What follows belongs to an exercise in optimizing a design on an open flow for small area; a production flow would make more cautious choices. Function was checked by simulation only, so behaviour that the tests miss may differ from the original. Power figures rest on the tool's default switching activity, not on a simulated workload.

==> job 5372 <==
Design dpram_be, start of the top module:
module dpram_be
#(
   parameter int LOG2_L   = 4,
   parameter int W_BYTES  = 16,
   parameter int RD_REG   = 1,
   parameter int WR_FIRST = 1
) (
   input  logic                       clk,
   input  logic                       rst_n,
   output logic                       ready,
   input  logic                       we,
   input  logic [W_BYTES-1:0]         wbe,
   input  logic [LOG2_L-1:0]          d_a,
   input  dpram_pkg::byte_t [W_BYTES-1:0] d,
   input  logic                       re,
   input  logic [LOG2_L-1:0]          q_a,
   output dpram_pkg::byte_t [W_BYTES-1:0] q,
   output logic                       q_valid
);
   localparam int L = 2 ** LOG2_L;
   localparam int W = 8 * W_BYTES;
   dpram_clr_seq #(.LOG2_L(LOG2_L)) u_clr (
      .clk   (clk),
      .rst_n (rst_n),
      .ready (ready)
   );
   logic               run;      
   logic               clr, nrst, wr, rd, re_ok, rd_any, we_eq, rd_we_eq;
   logic [3:0]         wlo, whi, rlo, rhi;   
   logic [L-1:0]       wsel_n;   
   logic [L-1:0]       rsel_n;   
   logic [W_BYTES-1:0] bsel_n;   
   logic [W_BYTES-1:0] coll;     
   logic [W_BYTES-1:0] fwd;      
   logic [W_BYTES-1:0] hold;     
   logic [W-1:0]       wdata;
   always_ff @(posedge clk) run <= rst_n;
   dpram_ctl #(.LOG2_L(LOG2_L)) u_ctl (
      .ready(ready), .rst_n(rst_n), .run(run), .re(re), .we(we), .d_a(d_a), .q_a(q_a),
      .clr(clr), .nrst(nrst), .wr(wr), .rd(rd), .re_ok(re_ok), .rd_any(rd_any),
      .we_eq(we_eq), .rd_we_eq(rd_we_eq));
   dpram_dec2  u_wlo (.en(wr),     .a(d_a[1:0]), .y(wlo));
   dpram_dec2n u_whi (.a(d_a[3:2]), .y(whi));
   dpram_dec2  u_rlo (.en(rd_any), .a(q_a[1:0]), .y(rlo));
   dpram_dec2n u_rhi (.a(q_a[3:2]), .y(rhi));
   for (genvar w = 0; w < L; w++) begin : g_wc
      dpram_a21oi u_ws (.a(wlo[w % 4]), .b(whi[w / 4]), .c(clr), .y(wsel_n[w]));
      dpram_nand2 u_rs (.a(rlo[w % 4]), .b(rhi[w / 4]), .y(rsel_n[w]));
   end
   for (genvar i = 0; i < W_BYTES; i++) begin : g_bc
      dpram_nor2  u_bs (.a(wbe[i]), .b(clr), .y(bsel_n[i]));
      dpram_and2  u_co (.a(wbe[i]), .b(we_eq), .y(coll[i]));
      dpram_and2  u_fw (.a(wbe[i]), .b(rd_we_eq), .y(fwd[i]));
      dpram_nor2  u_ho (.a(re_ok), .b(nrst), .y(hold[i]));
      dpram_wdata u_wd (.ready(run), .d(d[i]), .y(wdata[8*i +: 8]));
   end
  ...
==> module dpram_ctl, before the edit <==
module dpram_ctl #(
   parameter int LOG2_L = 4
) (
   input  logic              ready,
   input  logic              rst_n,
   input  logic              run,       
   input  logic              re,
   input  logic              we,
   input  logic [LOG2_L-1:0] d_a,
   input  logic [LOG2_L-1:0] q_a,
   output logic              clr,       
   output logic              nrst,      
   output logic              wr,        
   output logic              rd,        
   output logic              re_ok,     
   output logic              rd_any,    
   output logic              we_eq,     
   output logic              rd_we_eq   
);
   assign clr      = !run;
   assign nrst     = !rst_n;
   assign wr       = we && ready;
   assign rd       = rst_n && re && ready;
   assign re_ok    = re && run;
   assign rd_any   = rst_n && re_ok;
   assign we_eq    = we && d_a == q_a;
   assign rd_we_eq = rd && we_eq;
endmodule
==> module dpram_be, before the edit <==
module dpram_be
#(
   parameter int LOG2_L   = 4,
   parameter int W_BYTES  = 16,
   parameter int RD_REG   = 1,
   parameter int WR_FIRST = 1
) (
   input  logic                       clk,
   input  logic                       rst_n,
   output logic                       ready,
   input  logic                       we,
   input  logic [W_BYTES-1:0]         wbe,
   input  logic [LOG2_L-1:0]          d_a,
   input  dpram_pkg::byte_t [W_BYTES-1:0] d,
   input  logic                       re,
   input  logic [LOG2_L-1:0]          q_a,
   output dpram_pkg::byte_t [W_BYTES-1:0] q,
   output logic                       q_valid
);
   localparam int L = 2 ** LOG2_L;
   localparam int W = 8 * W_BYTES;
   dpram_clr_seq #(.LOG2_L(LOG2_L)) u_clr (
      .clk   (clk),
      .rst_n (rst_n),
      .ready (ready)
   );
   logic               run;      
   logic               clr, nrst, wr, rd, re_ok, rd_any, we_eq, rd_we_eq;
   logic [3:0]         wlo, whi, rlo, rhi;   
   logic [L-1:0]       wsel_n;   
   logic [L-1:0]       rsel_n;   
   logic [W_BYTES-1:0] bsel_n;   
   logic [W_BYTES-1:0] coll;     
   logic [W_BYTES-1:0] fwd;      
   logic [W_BYTES-1:0] hold;     
   logic [W-1:0]       wdata;
   always_ff @(posedge clk) run <= rst_n;
   dpram_ctl #(.LOG2_L(LOG2_L)) u_ctl (
      .ready(ready), .rst_n(rst_n), .run(run), .re(re), .we(we), .d_a(d_a), .q_a(q_a),
      .clr(clr), .nrst(nrst), .wr(wr), .rd(rd), .re_ok(re_ok), .rd_any(rd_any),
      .we_eq(we_eq), .rd_we_eq(rd_we_eq));
   dpram_dec2  u_wlo (.en(wr),     .a(d_a[1:0]), .y(wlo));
   dpram_dec2n u_whi (.a(d_a[3:2]), .y(whi));
   dpram_dec2  u_rlo (.en(rd_any), .a(q_a[1:0]), .y(rlo));
   dpram_dec2n u_rhi (.a(q_a[3:2]), .y(rhi));
   for (genvar w = 0; w < L; w++) begin : g_wc
      dpram_a21oi u_ws (.a(wlo[w % 4]), .b(whi[w / 4]), .c(clr), .y(wsel_n[w]));
      dpram_nand2 u_rs (.a(rlo[w % 4]), .b(rhi[w / 4]), .y(rsel_n[w]));
   end
   for (genvar i = 0; i < W_BYTES; i++) begin : g_bc
      dpram_nor2  u_bs (.a(wbe[i]), .b(clr), .y(bsel_n[i]));
      dpram_and2  u_co (.a(wbe[i]), .b(we_eq), .y(coll[i]));
      dpram_and2  u_fw (.a(wbe[i]), .b(rd_we_eq), .y(fwd[i]));
      dpram_nor2  u_ho (.a(re_ok), .b(nrst), .y(hold[i]));
      dpram_wdata u_wd (.ready(run), .d(d[i]), .y(wdata[8*i +: 8]));
   end
   logic [L*W-1:0]       mem;   
   logic [L*W_BYTES-1:0] rs;    
   for (genvar w = 0; w < L; w++) begin : g_w
      for (genvar i = 0; i < W_BYTES; i++) begin : g_b
         logic en;
         dpram_nor2 u_en (.a(wsel_n[w]), .b(bsel_n[i]), .y(en));
         always_ff @(posedge clk)
            if (en) mem[w*W + 8*i +: 8] <= wdata[8*i +: 8];
         dpram_nor2 u_rs (.a(rsel_n[w]), .b(coll[i]), .y(rs[w*W_BYTES + i]));
      end
   end
   logic [W-1:0] qn;
   for (genvar i = 0; i < W_BYTES; i++) begin : g_rb
      for (genvar j = 0; j < 8; j++) begin : g_rbit
         dpram_rd_bit u_rd (
            .a({hold[i], fwd[i],
                rs[15*W_BYTES + i], rs[14*W_BYTES + i], rs[13*W_BYTES + i], rs[12*W_BYTES + i],
                rs[11*W_BYTES + i], rs[10*W_BYTES + i], rs[ 9*W_BYTES + i], rs[ 8*W_BYTES + i],
                rs[ 7*W_BYTES + i], rs[ 6*W_BYTES + i], rs[ 5*W_BYTES + i], rs[ 4*W_BYTES + i],
                rs[ 3*W_BYTES + i], rs[ 2*W_BYTES + i], rs[ 1*W_BYTES + i], rs[ 0*W_BYTES + i]}),
            .b({q[i][j], d[i][j],
                mem[15*W + 8*i + j], mem[14*W + 8*i + j], mem[13*W + 8*i + j], mem[12*W + 8*i + j],
                mem[11*W + 8*i + j], mem[10*W + 8*i + j], mem[ 9*W + 8*i + j], mem[ 8*W + 8*i + j],
                mem[ 7*W + 8*i + j], mem[ 6*W + 8*i + j], mem[ 5*W + 8*i + j], mem[ 4*W + 8*i + j],
                mem[ 3*W + 8*i + j], mem[ 2*W + 8*i + j], mem[ 1*W + 8*i + j], mem[ 0*W + 8*i + j]}),
            .y(qn[8*i + j]));
      end
   end
   always_ff @(posedge clk) begin
      q       <= qn;
      q_valid <= rd;
   end
endmodule
==> module dpram_clr_seq, before the edit <==
module dpram_clr_seq
#(
   parameter int LOG2_L = 4
) (
   input  logic clk,
   input  logic rst_n,
   output logic ready
);
   logic [LOG2_L:0] cnt;
   always_ff @(posedge clk)
      if (!rst_n)          cnt <= '0;
      else if (!cnt[LOG2_L]) cnt <= cnt + 1'b1;
   assign ready = cnt[LOG2_L];
endmodule
export LEC_CHECK = 0
export CAP_MARGIN = 5
export CORE_MARGIN = 2
export CORE_UTILIZATION = 50
export CTS_BUF_LIST = sky130_fd_sc_hd__clkbuf_16
export CTS_CLUSTER_DIAMETER = 100
export CTS_CLUSTER_SIZE = 25
export GPL_TIMING_DRIVEN = 0
export SLEW_MARGIN = 5
export SYNTH_HIERARCHICAL = 1
create_clock -name core_clock -period 4.0 [get_ports {clk}]
standard.sh (not shown) runs the stock make flow with config.mk's settings and CLKGATE_MAP_FILE= SYNTH_SCRIPT=/design/flow/synth_recipe.tcl, a recipe that flattens the netlist after the stock synthesis.
==> flow/flow/run.sh <==
#!/bin/bash
# Layout flow: the standard ORFS flow (standard.sh, unchanged synthesis and
# steps), except that buffer_ports puts the smallest buffer, buf_1, on each port.
# make's full output goes to standard_flow.log; ORFS's per-step logs stay under orfs/logs.
set -euo pipefail
export BUFFER_PORTS_ARGS="-buffer_cell sky130_fd_sc_hd__buf_1"
bash standard.sh > standard_flow.log 2>&1
==> job 8976 (differences from job 5372) <==
--- a/flow/design.v
+++ b/flow/design.v
@@ -85,6 +85,23 @@
    always_comb
       for (int k = 0; k < 4; k++) y[k] = en && a == k;
 endmodule
+module dpram_dec2f (
+   input  logic       en,
+   input  logic       f,
+   input  logic [1:0] a,
+   output logic [3:0] y
+);
+   always_comb
+      for (int k = 0; k < 4; k++) y[k] = (en && a == k) || f;
+endmodule
+module dpram_dec2nf (
+   input  logic       f,
+   input  logic [1:0] a,
+   output logic [3:0] y
+);
+   always_comb
+      for (int k = 0; k < 4; k++) y[k] = a == k || f;
+endmodule
 module dpram_dec2n (
    input  logic [1:0] a,
    output logic [3:0] y
@@ -104,12 +121,11 @@
 ) (
    input  logic              ready,
    input  logic              rst_n,
-   input  logic              run,       
+   input  logic              clr_q,     
    input  logic              re,
    input  logic              we,
    input  logic [LOG2_L-1:0] d_a,
    input  logic [LOG2_L-1:0] q_a,
-   output logic              clr,       
    output logic              nrst,      
    output logic              wr,        
    output logic              rd,        
@@ -118,11 +134,10 @@
    output logic              we_eq,     
    output logic              rd_we_eq   
 );
-   assign clr      = !run;
    assign nrst     = !rst_n;
    assign wr       = we && ready;
    assign rd       = rst_n && re && ready;
-   assign re_ok    = re && run;
+   assign re_ok    = re && !clr_q;
    assign rd_any   = rst_n && re_ok;
    assign we_eq    = we && d_a == q_a;
    assign rd_we_eq = rd && we_eq;
@@ -154,27 +169,34 @@
       .ready (ready)
    );
    logic               run;      
-   logic               clr, nrst, wr, rd, re_ok, rd_any, we_eq, rd_we_eq;
+   logic               clr;      
+   logic               nrst, wr, rd, re_ok, rd_any, we_eq, rd_we_eq;
    logic [3:0]         wlo, whi, rlo, rhi;   
-   logic [L-1:0]       wsel_n;   
-   logic [L-1:0]       rsel_n;   
+   localparam int NC = 4;        
+   logic [L*NC-1:0]    wsel_n;       
+   logic [L*NC-1:0]    rsel_n;       
    logic [W_BYTES-1:0] bsel_n;   
    logic [W_BYTES-1:0] coll;     
    logic [W_BYTES-1:0] fwd;      
    logic [W_BYTES-1:0] hold;     
    logic [W-1:0]       wdata;
-   always_ff @(posedge clk) run <= rst_n;
+   always_ff @(posedge clk) begin
+      run <= rst_n;
+      clr <= !rst_n;
+   end
    dpram_ctl #(.LOG2_L(LOG2_L)) u_ctl (
-      .ready(ready), .rst_n(rst_n), .run(run), .re(re), .we(we), .d_a(d_a), .q_a(q_a),
-      .clr(clr), .nrst(nrst), .wr(wr), .rd(rd), .re_ok(re_ok), .rd_any(rd_any),
+      .ready(ready), .rst_n(rst_n), .clr_q(clr), .re(re), .we(we), .d_a(d_a), .q_a(q_a),
+      .nrst(nrst), .wr(wr), .rd(rd), .re_ok(re_ok), .rd_any(rd_any),
       .we_eq(we_eq), .rd_we_eq(rd_we_eq));
-   dpram_dec2  u_wlo (.en(wr),     .a(d_a[1:0]), .y(wlo));
-   dpram_dec2n u_whi (.a(d_a[3:2]), .y(whi));
+   dpram_dec2f  u_wlo (.en(wr), .f(clr), .a(d_a[1:0]), .y(wlo));
+   dpram_dec2nf u_whi (.f(clr), .a(d_a[3:2]), .y(whi));
    dpram_dec2  u_rlo (.en(rd_any), .a(q_a[1:0]), .y(rlo));
    dpram_dec2n u_rhi (.a(q_a[3:2]), .y(rhi));
    for (genvar w = 0; w < L; w++) begin : g_wc
-      dpram_a21oi u_ws (.a(wlo[w % 4]), .b(whi[w / 4]), .c(clr), .y(wsel_n[w]));
-      dpram_nand2 u_rs (.a(rlo[w % 4]), .b(rhi[w / 4]), .y(rsel_n[w]));
+      for (genvar c = 0; c < NC; c++) begin : g_c
+         dpram_nand2 u_ws (.a(wlo[w % 4]), .b(whi[w / 4]), .y(wsel_n[w*NC + c]));
+         dpram_nand2 u_rs (.a(rlo[w % 4]), .b(rhi[w / 4]), .y(rsel_n[w*NC + c]));
+      end
    end
    for (genvar i = 0; i < W_BYTES; i++) begin : g_bc
       dpram_nor2  u_bs (.a(wbe[i]), .b(clr), .y(bsel_n[i]));
@@ -188,10 +210,10 @@
    for (genvar w = 0; w < L; w++) begin : g_w
       for (genvar i = 0; i < W_BYTES; i++) begin : g_b
          logic en;
-         dpram_nor2 u_en (.a(wsel_n[w]), .b(bsel_n[i]), .y(en));
+         dpram_nor2 u_en (.a(wsel_n[w*NC + i*NC/W_BYTES]), .b(bsel_n[i]), .y(en));
          always_ff @(posedge clk)
             if (en) mem[w*W + 8*i +: 8] <= wdata[8*i +: 8];
-         dpram_nor2 u_rs (.a(rsel_n[w]), .b(coll[i]), .y(rs[w*W_BYTES + i]));
+         dpram_nor2 u_rs (.a(rsel_n[w*NC + i*NC/W_BYTES]), .b(coll[i]), .y(rs[w*W_BYTES + i]));
       end
    end
    logic [W-1:0] qn;
==> flow/flow/run.sh (replaced) <==
#!/bin/bash
# Layout flow: the standard ORFS flow (standard.sh: unchanged synthesis, floorplan,
# power grid, placement, routing), with two changes made through ORFS's own variables:
#  - buffer_ports puts the smallest buffer, buf_1, on each input and output port;
#  - clock tree synthesis clusters up to 30 sinks within 80 um under each clkbuf_16
#    and inserts no dummy loads.
# make's full output goes to standard_flow.log; ORFS's per-step logs stay under orfs/logs.
set -euo pipefail
export BUFFER_PORTS_ARGS="-buffer_cell sky130_fd_sc_hd__buf_1"
export CTS_ARGS="-sink_clustering_enable -repair_clock_nets -sink_clustering_size 30 -sink_clustering_max_diameter 80 -buf_list sky130_fd_sc_hd__clkbuf_16 -dont_use_dummy_load"
bash standard.sh > standard_flow.log 2>&1
--- a/flow/config.mk
+++ b/flow/config.mk
@@ -8,9 +8,6 @@
 export CAP_MARGIN = 5
 export CORE_MARGIN = 2
 export CORE_UTILIZATION = 50
-export CTS_BUF_LIST = sky130_fd_sc_hd__clkbuf_16
-export CTS_CLUSTER_DIAMETER = 100
-export CTS_CLUSTER_SIZE = 25
 export GPL_TIMING_DRIVEN = 0
 export SLEW_MARGIN = 5
 export SYNTH_HIERARCHICAL = 1
==> job 8160 (differences from job 5372) <==
--- a/flow/design.v
+++ b/flow/design.v
@@ -8,13 +8,17 @@
 ) (
    input  logic clk,
    input  logic rst_n,
-   output logic ready
+   output logic ready,
+   output logic ready_rd
 );
    logic [LOG2_L:0] cnt;
    always_ff @(posedge clk)
-      if (!rst_n)          cnt <= '0;
+      if (!rst_n)            cnt <= '0;
       else if (!cnt[LOG2_L]) cnt <= cnt + 1'b1;
    assign ready = cnt[LOG2_L];
+   always_ff @(posedge clk)
+      if (!rst_n)                                ready_rd <= 1'b0;
+      else if (!cnt[LOG2_L] && &cnt[LOG2_L-1:0]) ready_rd <= 1'b1;
 endmodule
 module dpram_aoi222 (
    input  logic [2:0] a,
@@ -85,6 +89,23 @@
    always_comb
       for (int k = 0; k < 4; k++) y[k] = en && a == k;
 endmodule
+module dpram_dec2f (
+   input  logic       en,
+   input  logic       f,
+   input  logic [1:0] a,
+   output logic [3:0] y
+);
+   always_comb
+      for (int k = 0; k < 4; k++) y[k] = (en && a == k) || f;
+endmodule
+module dpram_dec2nf (
+   input  logic       f,
+   input  logic [1:0] a,
+   output logic [3:0] y
+);
+   always_comb
+      for (int k = 0; k < 4; k++) y[k] = a == k || f;
+endmodule
 module dpram_dec2n (
    input  logic [1:0] a,
    output logic [3:0] y
@@ -103,27 +124,23 @@
    parameter int LOG2_L = 4
 ) (
    input  logic              ready,
+   input  logic              ready_rd,  
    input  logic              rst_n,
-   input  logic              run,       
    input  logic              re,
    input  logic              we,
    input  logic [LOG2_L-1:0] d_a,
    input  logic [LOG2_L-1:0] q_a,
-   output logic              clr,       
    output logic              nrst,      
    output logic              wr,        
    output logic              rd,        
-   output logic              re_ok,     
-   output logic              rd_any,    
+   output logic              re_rdy,    
    output logic              we_eq,     
    output logic              rd_we_eq   
 );
-   assign clr      = !run;
    assign nrst     = !rst_n;
    assign wr       = we && ready;
-   assign rd       = rst_n && re && ready;
-   assign re_ok    = re && run;
-   assign rd_any   = rst_n && re_ok;
+   assign rd       = rst_n && re && ready_rd;
+   assign re_rdy   = re && ready_rd;
    assign we_eq    = we && d_a == q_a;
    assign rd_we_eq = rd && we_eq;
 endmodule
@@ -148,39 +165,48 @@
 );
    localparam int L = 2 ** LOG2_L;
    localparam int W = 8 * W_BYTES;
+   logic ready_rd;     
    dpram_clr_seq #(.LOG2_L(LOG2_L)) u_clr (
       .clk   (clk),
       .rst_n (rst_n),
-      .ready (ready)
+      .ready (ready),
+      .ready_rd(ready_rd)
    );
    logic               run;      
-   logic               clr, nrst, wr, rd, re_ok, rd_any, we_eq, rd_we_eq;
+   logic               clr;      
+   logic               nrst, wr, rd, re_rdy, we_eq, rd_we_eq;
    logic [3:0]         wlo, whi, rlo, rhi;   
-   logic [L-1:0]       wsel_n;   
-   logic [L-1:0]       rsel_n;   
+   localparam int NC = 4;        
+   logic [L*NC-1:0]    wsel_n;       
+   logic [L*NC-1:0]    rsel_n;       
    logic [W_BYTES-1:0] bsel_n;   
    logic [W_BYTES-1:0] coll;     
    logic [W_BYTES-1:0] fwd;      
    logic [W_BYTES-1:0] hold;     
    logic [W-1:0]       wdata;
-   always_ff @(posedge clk) run <= rst_n;
+   always_ff @(posedge clk) begin
+      run <= rst_n;
+      clr <= !rst_n;
+   end
    dpram_ctl #(.LOG2_L(LOG2_L)) u_ctl (
-      .ready(ready), .rst_n(rst_n), .run(run), .re(re), .we(we), .d_a(d_a), .q_a(q_a),
-      .clr(clr), .nrst(nrst), .wr(wr), .rd(rd), .re_ok(re_ok), .rd_any(rd_any),
+      .ready(ready), .ready_rd(ready_rd), .rst_n(rst_n), .re(re), .we(we), .d_a(d_a), .q_a(q_a),
+      .nrst(nrst), .wr(wr), .rd(rd), .re_rdy(re_rdy),
       .we_eq(we_eq), .rd_we_eq(rd_we_eq));
-   dpram_dec2  u_wlo (.en(wr),     .a(d_a[1:0]), .y(wlo));
-   dpram_dec2n u_whi (.a(d_a[3:2]), .y(whi));
-   dpram_dec2  u_rlo (.en(rd_any), .a(q_a[1:0]), .y(rlo));
+   dpram_dec2f  u_wlo (.en(wr), .f(clr), .a(d_a[1:0]), .y(wlo));
+   dpram_dec2nf u_whi (.f(clr), .a(d_a[3:2]), .y(whi));
+   dpram_dec2  u_rlo (.en(rd), .a(q_a[1:0]), .y(rlo));
    dpram_dec2n u_rhi (.a(q_a[3:2]), .y(rhi));
    for (genvar w = 0; w < L; w++) begin : g_wc
-      dpram_a21oi u_ws (.a(wlo[w % 4]), .b(whi[w / 4]), .c(clr), .y(wsel_n[w]));
-      dpram_nand2 u_rs (.a(rlo[w % 4]), .b(rhi[w / 4]), .y(rsel_n[w]));
+      for (genvar c = 0; c < NC; c++) begin : g_c
+         dpram_nand2 u_ws (.a(wlo[w % 4]), .b(whi[w / 4]), .y(wsel_n[w*NC + c]));
+         dpram_nand2 u_rs (.a(rlo[w % 4]), .b(rhi[w / 4]), .y(rsel_n[w*NC + c]));
+      end
    end
    for (genvar i = 0; i < W_BYTES; i++) begin : g_bc
       dpram_nor2  u_bs (.a(wbe[i]), .b(clr), .y(bsel_n[i]));
       dpram_and2  u_co (.a(wbe[i]), .b(we_eq), .y(coll[i]));
       dpram_and2  u_fw (.a(wbe[i]), .b(rd_we_eq), .y(fwd[i]));
-      dpram_nor2  u_ho (.a(re_ok), .b(nrst), .y(hold[i]));
+      dpram_nor2  u_ho (.a(re_rdy), .b(nrst), .y(hold[i]));
       dpram_wdata u_wd (.ready(run), .d(d[i]), .y(wdata[8*i +: 8]));
    end
    logic [L*W-1:0]       mem;   
@@ -188,10 +214,10 @@
    for (genvar w = 0; w < L; w++) begin : g_w
       for (genvar i = 0; i < W_BYTES; i++) begin : g_b
          logic en;
-         dpram_nor2 u_en (.a(wsel_n[w]), .b(bsel_n[i]), .y(en));
+         dpram_nor2 u_en (.a(wsel_n[w*NC + i*NC/W_BYTES]), .b(bsel_n[i]), .y(en));
          always_ff @(posedge clk)
             if (en) mem[w*W + 8*i +: 8] <= wdata[8*i +: 8];
-         dpram_nor2 u_rs (.a(rsel_n[w]), .b(coll[i]), .y(rs[w*W_BYTES + i]));
+         dpram_nor2 u_rs (.a(rsel_n[w*NC + i*NC/W_BYTES]), .b(coll[i]), .y(rs[w*W_BYTES + i]));
       end
    end
    logic [W-1:0] qn;
==> flow/flow/run.sh (replaced) <==
#!/bin/bash
# Layout flow: the standard ORFS flow (standard.sh: unchanged synthesis, floorplan,
# power grid, placement, routing), with two changes made through ORFS's own variables:
#  - buffer_ports puts the smallest buffer, buf_1, on each input and output port;
#  - clock tree synthesis clusters up to 30 sinks within 80 um under each clkbuf_16
#    and inserts no dummy loads.
# make's full output goes to standard_flow.log; ORFS's per-step logs stay under orfs/logs.
set -euo pipefail
export BUFFER_PORTS_ARGS="-buffer_cell sky130_fd_sc_hd__buf_1"
export CTS_ARGS="-sink_clustering_enable -repair_clock_nets -sink_clustering_size 30 -sink_clustering_max_diameter 80 -buf_list sky130_fd_sc_hd__clkbuf_16 -dont_use_dummy_load"
bash standard.sh > standard_flow.log 2>&1
==> flow/config.mk (replaced) <==
export PLATFORM = sky130hd
export DESIGN_NAME = dpram_be
export DESIGN_NICKNAME = dpram_be
export VERILOG_FILES = /design/flow/design.v
export SDC_FILE = /design/flow/constraint.sdc
export NUM_CORES = 4
export LEC_CHECK = 0
export CAP_MARGIN = 10
export CORE_MARGIN = 2
export CORE_UTILIZATION = 50
export GPL_TIMING_DRIVEN = 0
export SETUP_SLACK_MARGIN = 0.2
export SLEW_MARGIN = 10
export SYNTH_HIERARCHICAL = 1
==> comparison table <==
Sum of internal, switching and leakage power: job 8976 40.1 mW; job 8160 38.8 mW; job 5372 40.3 mW
Internal: job 8976 31.5 mW; job 8160 30.8 mW; job 5372 31.5 mW
Type of the worst setup path: job 8976 reg -> reg; job 8160 reg -> reg; job 5372 in -> reg
Share of total power consumed by net switching: job 8976 21.6%; job 8160 20.7%; job 5372 21.7%
Synthesis Warnings: job 8976 12; job 8160 12; job 5372 10
Post-cts sizing count: job 8976 3; job 8160 1; job 5372 0
Clock power share: job 8976 28.0%; job 8160 27.5%; job 5372 28.2%
Leakage power of the design: job 8976 26.8 nW; job 8160 26.7 nW; job 5372 28.2 nW
Mean number of vias per cell: job 8976 6.80; job 8160 6.81; job 5372 6.80
Clock Skews: job 8976 0.0795 ns; job 8160 0.0606 ns; job 5372 0.0261 ns
Arr. time, crit path: job 8976 4.65 ns; job 8160 3.85 ns; job 5372 4.38 ns
Result of the run: job 8976 finished with violations; job 8160 finished clean; job 5372 finished clean
Layout check failures: job 8976 setup timing; job 8160 -; job 5372 -
Die width: job 8976 397 um; job 8160 397 um; job 5372 397 um
Worst-case headroom to the max-slew limit: job 8976 13.3%; job 8160 18.4%; job 5372 16.6%
Net switching component of the power: job 8976 8.65 mW; job 8160 8.03 mW; job 5372 8.75 mW
Cell depth of the worst setup path: job 8976 9; job 8160 3; job 5372 10
Slew at the pin with the worst max-slew slack: job 8976 1.30 ns; job 8160 1.22 ns; job 5372 1.25 ns
Global-route met3 utilization: job 8976 7.04%; job 8160 6.76%; job 5372 7.93%
Sequential share of cell area: job 8976 76.5%; job 8160 76.6%; job 5372 75.7%
Required time worst endpoint: job 8976 4.65 ns; job 8160 4.35 ns; job 5372 4.54 ns
Layout-stage area growth over the synthesis result: job 8976 8.57%; job 8160 8.29%; job 5372 10.1%
Sum of negative setup slack: job 8976 -0.00230 ns; job 8160 0 ns; job 5372 0 ns
Die boundary height: job 8976 397 um; job 8160 397 um; job 5372 397 um
Placement Cell Area: job 8976 81300 um2; job 8160 81300 um2; job 5372 81900 um2

==> port drivers added, routing unchanged <==
How much do the figures lean on ideal ports? The routed layouts below were timed once more, with nothing changed but the port constraints. Step 1, drivers: a clkbuf_16 drives clk and a buf_2 each remaining input, both assumed. Step 2 times the ports against the registers' clock, not the clock port: input delays grow and output delays shrink by t, the midpoint of the rising clock arrivals with the driver on. Slacks: ideal ports / drivers / drivers and shift; pairs: ideal ports / drivers.
| run | shift t [ns] | setup WS [ns] | worst slew at a driven data input, ns |
|---|---|---|---|
| job 5372 | 0.811 | 0.160 / 0.018 / -0.793 | 0.25 |
| job 8976 | 0.810 | -0.002 / -0.002 / -0.558 | 0.24 |
| job 8160 | 0.797 | 0.498 / 0.498 / -0.227 | 0.22 |
With both steps, setup timing fails in job 5372 and job 8160, where it was met with ideal ports. The setup slack of job 5372, which loses most, moves by -0.142 ns with the drivers and by -0.953 ns with both steps.
